From an optimization exercise on the open Yosys and OpenROAD flow, aimed at small area, a short achievable clock period and few clock cycles per item; shortcuts taken in it are not production practice. In this exercise RTL edits were held to simulation tests only and were not proved equivalent to the original. Power is estimated from default activity; no workload was simulated.

==> flow/design.v (outline; a module is shown in full before it is edited, if it fits) <==
// module mac_dsp_pipe: 896 lines
module mac_dsp_pipe #(
  parameter int A_WIDTH     = 25,
  parameter int B_WIDTH     = 18,
  parameter int ACC_WIDTH   = 48,
  parameter int PIPE_STAGES = 1
) (
  input  logic                 clk_i,
  input  logic                 rst_i,
  input  logic                 valid_i,
  output logic                 ready_o,
  input  logic [A_WIDTH-1:0]   a_i,
  input  logic [B_WIDTH-1:0]   b_i,
  input  logic                 clr_i,
  input  logic                 last_i,
  output logic                 valid_o,
  input  logic                 ready_i,
  output logic [ACC_WIDTH-1:0] acc_o,
  output logic                 ovf_o
);
  // ...
==> flow/run.sh <==
#!/bin/bash
# synth_recipe.tcl (not shown) runs the flow's synth.tcl, then flattens the netlist and writes it again
# the make line also repeats each setting of config.mk as NAME=value (left out here)
make -C /OpenROAD-flow-scripts/flow DESIGN_CONFIG=/design/flow/config.mk WORK_HOME=/design/flow/orfs CLKGATE_MAP_FILE= SYNTH_SCRIPT=/design/flow/synth_recipe.tcl finish
==> flow/config.mk <==
export PLATFORM = sky130hd
export DESIGN_NAME = mac_dsp_pipe
export DESIGN_NICKNAME = mac_dsp_pipe
export VERILOG_FILES = /design/flow/design.v
export SDC_FILE = /design/flow/constraint.sdc
export NUM_CORES = 4
export LEC_CHECK = 0
export CAP_MARGIN = 20
export CORE_MARGIN = 2
export CORE_UTILIZATION = 40
export PLACE_DENSITY = 0.6
export SETUP_SLACK_MARGIN = 3
export SLEW_MARGIN = 20
==> flow/constraint.sdc <==
create_clock -name core_clock -period 7.0 [get_ports {clk_i}]
set_input_delay 1.4000 -clock core_clock [delete_from_list [all_inputs] [get_ports {clk_i}]]
set_output_delay 1.4000 -clock core_clock [all_outputs]
set_load 0.01 [all_outputs]
==> summary.md, run 1 <==
| Metric | Value |
|---|---|
| Non-clk bufs | `161` |
| Total core area | `0.04509 mm^2` |
| Max VDD drop | `253.4 uV` |
| Pleak | `8.910 nW` |
| Reg2Reg Depth | `8` |
| Met2 routed WL | `19690 um` |
| # IOs | `100` |
| Cells after Synth | `1697` |
| Met1 WL | `21590 um` |
| Die area | `0.04704 mm^2` |
| First-pass GRT wire length | `72570 um` |
| Crit. Startpoint | `ready_i` |
| Postcts setup bufs | `2` |
| Maxcap violations | `0` |
| CP peak stage delay | `0.45 ns` |
| Drt via density | `5.168` |
| Post-CTS Hold Buffers | `0` |
| Met1 global-route usage | `30.03%` |
| Die Wd | `216.9 um` |
| All-Layer GR Usage | `19.98%` |
| F_max | `254.9 MHz` |
| Row cnt | `78` |
| Status | `finished clean` |
| Met2 Usage GRT | `28.97%` |
| Largest net degree at the start of global routing | `70` |
| Most flops, register | `acc` |
| WL/cell | `19.54 um` |
| Dpl ws | `2.354 ns` |
| Port Buf Inserts | `99` |
| CTS tree | `done` |
| Cells on Worst Hold Path | `0` |
| Worst r2r src | `r_a[13]` |
| Proportion of synthesized area in mux cells | `0.1104%` |
| Clock latency (worst-skew pair) | `0.47 ns` |
| Dominant kind of cell | `multi-input gates` |
| Number of global-route vias before repair | `12.69k` |
| Critical path arrival | `2.52 ns` |
Testbench counts, summed over its fixed seeds: cycles 16,090, samples 16,066.
==> run 2, diff against run 1 <==
==> flow/flow/run.sh (new file) <==
#!/bin/bash
# Standard layout, with one netlist step between synthesis and floorplan: fixinv.py removes the
# inverters that Yosys leaves between full-adder cells (a full adder is self-dual, so a cell can
# compute on complemented signals instead). The new netlist is used only if ABC's cec proves it
# equivalent to the standard synthesis (registers paired by name); else the standard one is kept.
set -uo pipefail
export PATH="$FLOW_HOME/../tools/install/yosys/bin:$FLOW_HOME/../tools/install/OpenROAD/bin:$PATH"
R=orfs/results/${FLOW_PLATFORM}/mac_dsp_pipe/base
bash standard.sh synth > synth.log 2>&1 || { echo "synthesis failed"; exit 1; }
cp "$R/1_2_yosys.v" standard_synth.v
if python3 flow/fixinv.py standard_synth.v fixed_synth.v > fixinv.log 2>&1 \
   && bash flow/cec.sh standard_synth.v fixed_synth.v > cec.log 2>&1 \
   && grep -q "Networks are equivalent" cec.log; then
  echo "using the netlist with full-adder polarities fixed"
  cp fixed_synth.v "$R/1_2_yosys.v"
  touch "$R/1_2_yosys.v"
else
  echo "keeping the standard netlist"
fi
bash standard.sh > layout.log 2>&1 || { echo "layout failed"; exit 1; }
test -f out/final.def
==> flow/flow/cec.sh (new file) <==
#!/bin/bash
# usage: cec.sh gold.v gate.v  -> combinational equivalence (registers matched by name) with ABC
set -e
t=$(mktemp -d)
cat $1 $2 > $t/both.v
python3 $(dirname "$0")/lib2v.py ${LIB:-/OpenROAD-flow-scripts/flow/platforms/sky130hd/lib/sky130_fd_sc_hd__tt_025C_1v80.lib} $t/both.v > $t/cells.v
for x in gold gate; do
  f=$1; [ $x = gate ] && f=$2
  python3 $(dirname "$0")/cutff.py $f > $t/$x.v
  yosys -q -p "read_verilog $t/cells.v; read_verilog $t/$x.v; hierarchy -top mac_dsp_pipe; flatten; techmap; opt -purge; write_blif $t/$x.blif" >/dev/null
done
yosys-abc -c "cec -n $t/gold.blif $t/gate.blif"
rm -rf $t
==> flow/flow/cutff.py (new file) <==
#!/usr/bin/env python3
"""Turn every flip-flop of a flat sky130 netlist into ports (Q an input, D/DE outputs) named after
the flip-flop instance, so two netlists with the same registers can be compared combinationally."""
import re, sys
src = open(sys.argv[1]).read()
inst_re = re.compile(r'^  (sky130_fd_sc_hd__\w*dfxtp\w*) +(\S+) +\((.*?)\n  \);\n', re.S | re.M)
pin_re = re.compile(r'\.(\w+)\((.*?)\)(?:,|\s*$)', re.S)
newports, decl, assigns = [], [], []
def san(n): return re.sub(r'[^A-Za-z0-9_]', '_', n)
def esc(n): return n + ' ' if n.startswith('\\') else n
def repl(m):
    typ, name, body = m.groups()
    s = san(name)
    for p, n in pin_re.findall(body):
        n = n.strip()
        if p == 'CLK': continue
        if p == 'Q':
            newports.append(f"ffq_{s}"); decl.append(f"  input ffq_{s};\n"); assigns.append(f"  assign {esc(n)} = ffq_{s};\n")
        else:
            newports.append(f"ff{p.lower()}_{s}"); decl.append(f"  output ff{p.lower()}_{s};\n"); assigns.append(f"  assign ff{p.lower()}_{s} = {esc(n)};\n")
    return ''
src = inst_re.sub(repl, src)
src = re.sub(r'(module mac_dsp_pipe\()', r'\1' + ', '.join(newports) + ', ', src, count=1)
i = src.index(';', src.index('module mac_dsp_pipe(')) + 2
src = src[:i] + ''.join(decl) + src[i:]
src = src.replace('endmodule', ''.join(assigns) + 'endmodule')
print(src)
==> flow/flow/fixinv.py (new file) <==
#!/usr/bin/env python3
"""Remove inverters around full adders in a Yosys netlist of sky130 cells.

A full adder is self-dual: FA(~a, ~b, ~c) = (~sum, ~carry). The script picks, for each fa cell,
whether it computes on complemented signals (a local search that minimises the number of
signals that then need an inverter), removes the netlist's inverters, and inserts one inverter
per signal whose complement some load needs. The function of the netlist is unchanged.
usage: fixinv.py in.v out.v
"""
import re, sys, random

src = open(sys.argv[1]).read()
OUT_PINS = {'X', 'Y', 'Q', 'Q_N', 'SUM', 'COUT', 'HI', 'LO'}
inst_re = re.compile(r'^  (sky130_fd_sc_hd__\w+) +(\S+) +\((.*?)\n  \);\n', re.S | re.M)
pin_re = re.compile(r'\.(\w+)\((.*?)\)(?:,|\s*$)', re.S)

insts = []
for m in inst_re.finditer(src):
    typ, name, body = m.group(1), m.group(2), m.group(3)
    pins = [(p, n.strip()) for p, n in pin_re.findall(body)]
    insts.append(dict(typ=typ, name=name, pins=pins, span=m.span()))
head = src[:insts[0]['span'][0]]
tail = src[insts[-1]['span'][1]:]
# the text between instances must be empty (only instances are rewritten)
for a, b in zip(insts, insts[1:]):
    assert src[a['span'][1]:b['span'][0]].strip() == '', 'unexpected text between cells'
ports = set()
for m in re.finditer(r'^\s*(input|output)\s+(\[[^\]]*\]\s*)?(\S+);', head, re.M):
    ports.add(m.group(3))
def base_net(n):
    n = n.strip()
    if n.startswith('\\'): return n.split(' ')[0]
    return re.sub(r'\[\d+\]$', '', n)
def is_port(n): return base_net(n) in ports

is_inv = lambda t: re.search(r'__(clk)?inv(lp)?_\d+$', t) is not None
is_fa = lambda t: re.search(r'__fa_\d+$', t) is not None

driver = {}
for i, c in enumerate(insts):
    for p, n in c['pins']:
        if p in OUT_PINS:
            driver[n] = (i, p)
# removable inverters: input and output not ports
inv_ok = set()
for i, c in enumerate(insts):
    if is_inv(c['typ']):
        d = dict(c['pins'])
        if not is_port(d['Y']) and not is_port(d['A']):
            inv_ok.add(i)
def root(n):
    pol = 0
    seen = 0
    while n in driver and driver[n][0] in inv_ok:
        n = dict(insts[driver[n][0]]['pins'])['A']; pol ^= 1; seen += 1
        assert seen < 100
    return n, pol

# loads: (inst index, pin idx, root, pol)
loads = []
for i, c in enumerate(insts):
    if i in inv_ok: continue
    for k, (p, n) in enumerate(c['pins']):
        if p in OUT_PINS or not n or n.startswith("1'b"): continue
        r, pol = root(n)
        loads.append((i, k, r, pol))
# root -> loads
from collections import defaultdict
by_root = defaultdict(list)
for L in loads: by_root[L[2]].append(L)
fa_idx = [i for i, c in enumerate(insts) if is_fa(c['typ'])]
flip = defaultdict(int)
def drv_flip(r):
    d = driver.get(r)
    return flip[d[0]] if d and is_fa(insts[d[0]]['typ']) else 0
def cost_root(r):
    ph = drv_flip(r)
    for (i, k, _, pol) in by_root[r]:
        if pol ^ flip[i] != ph: return 1
    return 0
# roots touched by each fa
touch = defaultdict(set)
for i in fa_idx:
    for p, n in insts[i]['pins']:
        if p in OUT_PINS: touch[i].add(n)
        elif n and not n.startswith("1'b"): touch[i].add(root(n)[0])
total = sum(cost_root(r) for r in by_root)
start_cost = total
random.seed(1)
for it in range(50):
    improved = False
    order = fa_idx[:]; random.shuffle(order)
    for i in order:
        before = sum(cost_root(r) for r in touch[i])
        flip[i] ^= 1
        after = sum(cost_root(r) for r in touch[i])
        if after < before or (after == before and random.random() < 0.1 and it < 25):
            total += after - before
            improved = improved or after < before
        else:
            flip[i] ^= 1
    if not improved and it >= 25: break
total = sum(cost_root(r) for r in by_root)
n_inv_before = len(inv_ok)

# rebuild
def esc(n): return n + ' ' if n.startswith('\\') else n
newpin = {}
neg_net = {}
extra = []
wires = []
cnt = 0
for r, Ls in by_root.items():
    ph = drv_flip(r)
    for (i, k, _, pol) in Ls:
        need = pol ^ flip[i]
        if need == ph:
            newpin[(i, k)] = r
        else:
            if r not in neg_net:
                nn = f"_fixinv_n{cnt}_"; cnt += 1
                neg_net[r] = nn
                wires.append(f"  wire {nn};\n")
                extra.append(f"  sky130_fd_sc_hd__inv_1 _fixinv_i{cnt}_ (\n    .A({esc(r)}),\n    .Y({nn})\n  );\n")
            newpin[(i, k)] = neg_net[r]
out = [head.replace('\nendmodule', '') if False else head]
out.extend(wires)
for i, c in enumerate(insts):
    if i in inv_ok: continue
    pins = []
    for k, (p, n) in enumerate(c['pins']):
        n2 = newpin.get((i, k), n)
        pins.append(f"    .{p}({esc(n2)})")
    out.append(f"  {c['typ']} {c['name']} (\n" + ",\n".join(pins) + "\n  );\n")
out.extend(extra)
out.append(tail)
open(sys.argv[2], 'w').write("".join(out))
sys.stderr.write(f"fixinv: {len(fa_idx)} full adders, {sum(flip[i] for i in fa_idx)} flipped; "
                 f"inverters {n_inv_before} -> {len(extra)}\n")
==> flow/flow/lib2v.py (new file) <==
#!/usr/bin/env python3
"""Write Verilog models of the sky130hd cells a netlist uses, from the liberty functions."""
import re, sys
lib = open(sys.argv[1]).read()
used = set(re.findall(r'(sky130_fd_sc_hd__\w+)\s+\S+\s*\(', open(sys.argv[2]).read()))
out = []
seen = set()
for m in re.finditer(r'\n\s*cell\s*\(\s*"?(sky130_fd_sc_hd__\w+)"?\s*\)\s*\{', lib):
    name = m.group(1)
    if name not in used or name in seen: continue
    seen.add(name)
    # cell body: up to next top-level cell
    start = m.end()
    nxt = lib.find('\n    cell (', start)
    body = lib[start:nxt if nxt > 0 else len(lib)]
    pins = re.findall(r'\n\s*pin\s*\(\s*"?(\w+)"?\s*\)\s*\{(.*?)(?=\n\s*pin\s*\(|\Z)', body, re.S)
    ins, outs = [], []
    for pn, pb in pins:
        d = re.search(r'direction\s*:\s*"?(\w+)"?', pb).group(1)
        f = re.search(r'\bfunction\s*:\s*"([^"]*)"', pb)
        if d == 'input': ins.append(pn)
        elif d == 'output': outs.append((pn, f.group(1) if f else None))
    if 'edfxtp' in name:
        out.append(f"module {name}(input CLK, input D, input DE, output reg Q); always @(posedge CLK) if (DE) Q <= D; endmodule")
        continue
    if 'dfxtp' in name:
        out.append(f"module {name}(input CLK, input D, output reg Q); always @(posedge CLK) Q <= D; endmodule")
        continue
    if 'XX' in name:
        out.append(f"module {name}(input CLK, input D, input DE, output reg Q); always @(posedge CLK) if (DE) Q <= D; endmodule")
        continue
    ports = ", ".join([f"input {p}" for p in ins] + [f"output {p}" for p, _ in outs])
    lines = [f"module {name}({ports});"]
    for p, f in outs:
        if f is None:
            lines.append(f"  assign {p} = 1'b0; // no function")
            continue
        e = f.replace('!', '~').replace('+', '|')
        e = re.sub(r"(\w+)'", r"(~\1)", e)
        e = re.sub(r'(\w|\))\s+(\w|\(|~)', r'\1 & \2', e)
        lines.append(f"  assign {p} = {e};")
    lines.append("endmodule")
    out.append("\n".join(lines))
print("\n".join(out))
==> flow/standard.sh (new file) <==
#!/bin/bash
# synth_recipe.tcl (not shown) runs the flow's synth.tcl, then flattens the netlist and writes it again
# the make line also repeats each setting of config.mk as NAME=value (left out here)
make -C /OpenROAD-flow-scripts/flow DESIGN_CONFIG=/design/flow/config.mk WORK_HOME=/design/flow/orfs CLKGATE_MAP_FILE= SYNTH_SCRIPT=/design/flow/synth_recipe.tcl "${@:-finish}"
removed: flow/run.sh
==> summary.md, run 2 <==
| Metric | Value |
|---|---|
| Syn_nets | `1809` |
| Pleak | `7.652 nW (-14%)` |
| # IOs | `100 (unchanged)` |
| Chip height | `211.8 um` |
| CTS tree | `done` |
| Layout cells sized above 1 | `6.746%` |
| Cts bufs inserted | `17` |
| Avg Synthesized Cell Area | `11.75 um^2` |
| Max FFs per register | `48` |
| Setup total negative slack | `0 ns` |
| Most common cell after layout, fill and taps aside | `a22oi_1` |
| Worst hold path type | `register to register` |
| Setup-failing EPs final | `0` |
| # DRC | `0` |
| Cells after Synth | `1471 (-13%)` |
| Layout Skew | `0.01456 ns` |
| Overall via count from detail_route | `11.34k` |
| Die Wd | `211.8 um (-2.3%)` |
| Post-CTS Hold Buffers | `0 (unchanged)` |
| Depth of the CTS H-tree | `4` |
| Clk sink count | `192` |
| Design Area, Final | `0.01959 mm^2` |
| Row cnt | `76 (-2.6%)` |
| Drt via density | `5.409 (+4.7%)` |
| Cell Pwr Density | `518.6 mW/mm^2` |
| Crit start category | `register` |
| Port Buf Inserts | `99 (unchanged)` |
| Initial antenna violation count | `0` |
| CP delay by family, top | `adder cells` |
| Largest net degree at the start of global routing | `74 (+5.7%)` |
| # nets final | `1837` |
| Max-slew violations | `0` |
| Max-slew headroom | `26.10%` |
| First-pass GRT wire length | `68250 um (-6.0%)` |
| Dpl cell area | `0.01868 mm^2` |
| Number of global-route vias before repair | `11.89k (-6.3%)` |
| Worst hold margin | `0.4571 ns` |
| Commonest non-fill, non-tap cells in the layout | `a22oi_1, fa_1, edfxtp_1` |
| CTS clk-pin slew, worst paths | `0.07 ns` |
| Status | `finished clean` |
| Clock latency (worst-skew pair) | `0.47 ns (about the same)` |
| Worst path cell trace | `a22oi_1, xor2_1, fa_1, inv_1, fa_1, fa_1, fa_1` |
| All-Layer GR Usage | `19.98% (about the same)` |
| Critical path required time | `7.21 ns` |
| Total power | `10.16 mW` |
| Tcrit/Tclk final | `55.60%` |
| Placed wire-length estimate | `29570 um` |
| Die area | `0.04488 mm^2 (-4.6%)` |
| Iteration count of the initial detailed-routing pass | `7` |
| Post-layout minimum cycle time | `3.892 ns` |
| GPL Wtd Cong | `0.8553` |
| CP peak stage delay | `1.08 ns (+0.63 ns)` |
| Maxcap violations | `0 (unchanged)` |
| Synthesis-to-layout area growth | `13.35%` |
| CTS max path bufs | `2` |
| Critical path buffer and inverter count | `1` |
| Antenna viol nets, final | `0` |
| RSZ-0062 raised after global routing | `no` |
| F_max | `256.9 MHz (+0.78%)` |
| Cell Area, Synth | `0.01728 mm^2` |
| Crit path max fanout | `26` |
| Regs by FF count | `acc (48), c_x (42), c_y (41)` |
| CP max-delay cell | `edfxtp_1` |
| CP endpoint kind | `register` |
| Crit path kind | `register to register` |
| Clk root buf | `clkbuf_16` |
| Starting Density | `40.29%` |
| WL/cell | `20.66 um (+5.8%)` |
| Most frequent CP cell | `fa_1` |
| Endpoints failing hold | `0` |
| Most flops, register | `acc` |
| Critical path arrival | `4.10 ns (+1.58 ns)` |
| Tightest Pin Transition | `1.108 ns` |
| Grt ovf | `0` |
| Diode count | `0` |
| Initial DRC count | `953` |
| Final WL | `43330 um` |
| Total core area | `0.04289 mm^2 (-4.9%)` |
| Yosys warns | `1` |
| Max VDD drop | `260.0 uV (+2.6%)` |
-- run 2: routing by layer --
metal  vias up  track usage (%)  routed length (um)  part of all wire, %
met5         -                0                   0                    0
met4         0            6.217                 801                  1.8
met3        51            4.970                3452                  8.0
met2       427            30.23               19470                   45
met1      5767            28.28               19600                   45
li1       5098                -                   -                    -
-- run 2: cell type report --
class | instances | area, um^2
clock buffer | 18 | 429.2
clock inverter | 14 | 133.9
sequential | 192 | 5729
tap | 585 | 732.0
timing repair buffer | 144 | 1400
multi-input combinational | 1027 | 10720
inverter | 117 | 439.2
fill | 3881 | 23300
-- run 2: worst paths after layout --
path | to | cells after the start | startpoint | slack [ns]
max | c_y[21] | 7 | r_one[7] | 3.11
min | c_last | 0 | r_last | 0.46
max reg2reg | c_y[21] | 7 | r_one[7] | 3.11
min reg2reg | c_last | 0 | r_last | 0.46
-- run 2: metrics by stage --
stage               util, %  cells  worst slack [ns]
finish                45.67   2097             3.108
global route          45.67   2097             3.002
CTS                   45.09   2077             3.039
detailed placement    43.56   2043             2.148
global placement      43.56   2043             2.267
floorplan                 -   1471             3.014
-- run 2: what timing repair did --
item,in CTS,in global routing
setup endpoints to repair,38,33
gates cloned,1,0
gates resized for setup,18,7
pin swaps,3,6
setup buffers,1,20
-- run 2: power by group --
group	total (mW)	internal [mW]	switching (mW)
Sequential	2.58	2.27	0.312
Clock	0.959	0.496	0.464
Combinational	6.62	3.01	3.61
Total	10.2	5.77	4.39

-- static timing again, ports no longer ideal --
The flow's constraints put no driver on any port. The routed layouts listed below were extracted and timed again, unchanged, in two steps.
Step 1 (the two cells are an assumption about what drives the block):
set clk [get_ports {clk_i}]
set_driving_cell -lib_cell sky130_fd_sc_hd__clkbuf_16 $clk
set_driving_cell -lib_cell sky130_fd_sc_hd__buf_2 [delete_from_list [all_inputs] $clk]
Step 2 moves the port delays by t, midway between the first and last clock arrival at a register: inputs arrive t later, outputs are due t later. That takes back most of the time a late clock gives input paths.
a / b / c = ideal / step 1 / step 2; a / b = the first two.
| run | shift t [ns] | setup WS [ns] | latest minus earliest clock arrival (ns) | worst data-port slew with drivers (ns) | pins driven straight from the clock port |
|---|---|---|---|---|---|
| run 1 | 0.530 | 3.078 / 3.053 / 2.886 | 0.009 / 0.009 | 0.04 | 1 |
| run 2 | 0.520 | 3.108 / 3.108 / 3.040 | 0.015 / 0.015 | 0.04 | 1 |
After both steps every run listed still meets setup and hold. The setup slack of run 1, which loses most, moves by -0.025 ns with the drivers and by -0.192 ns with both steps.
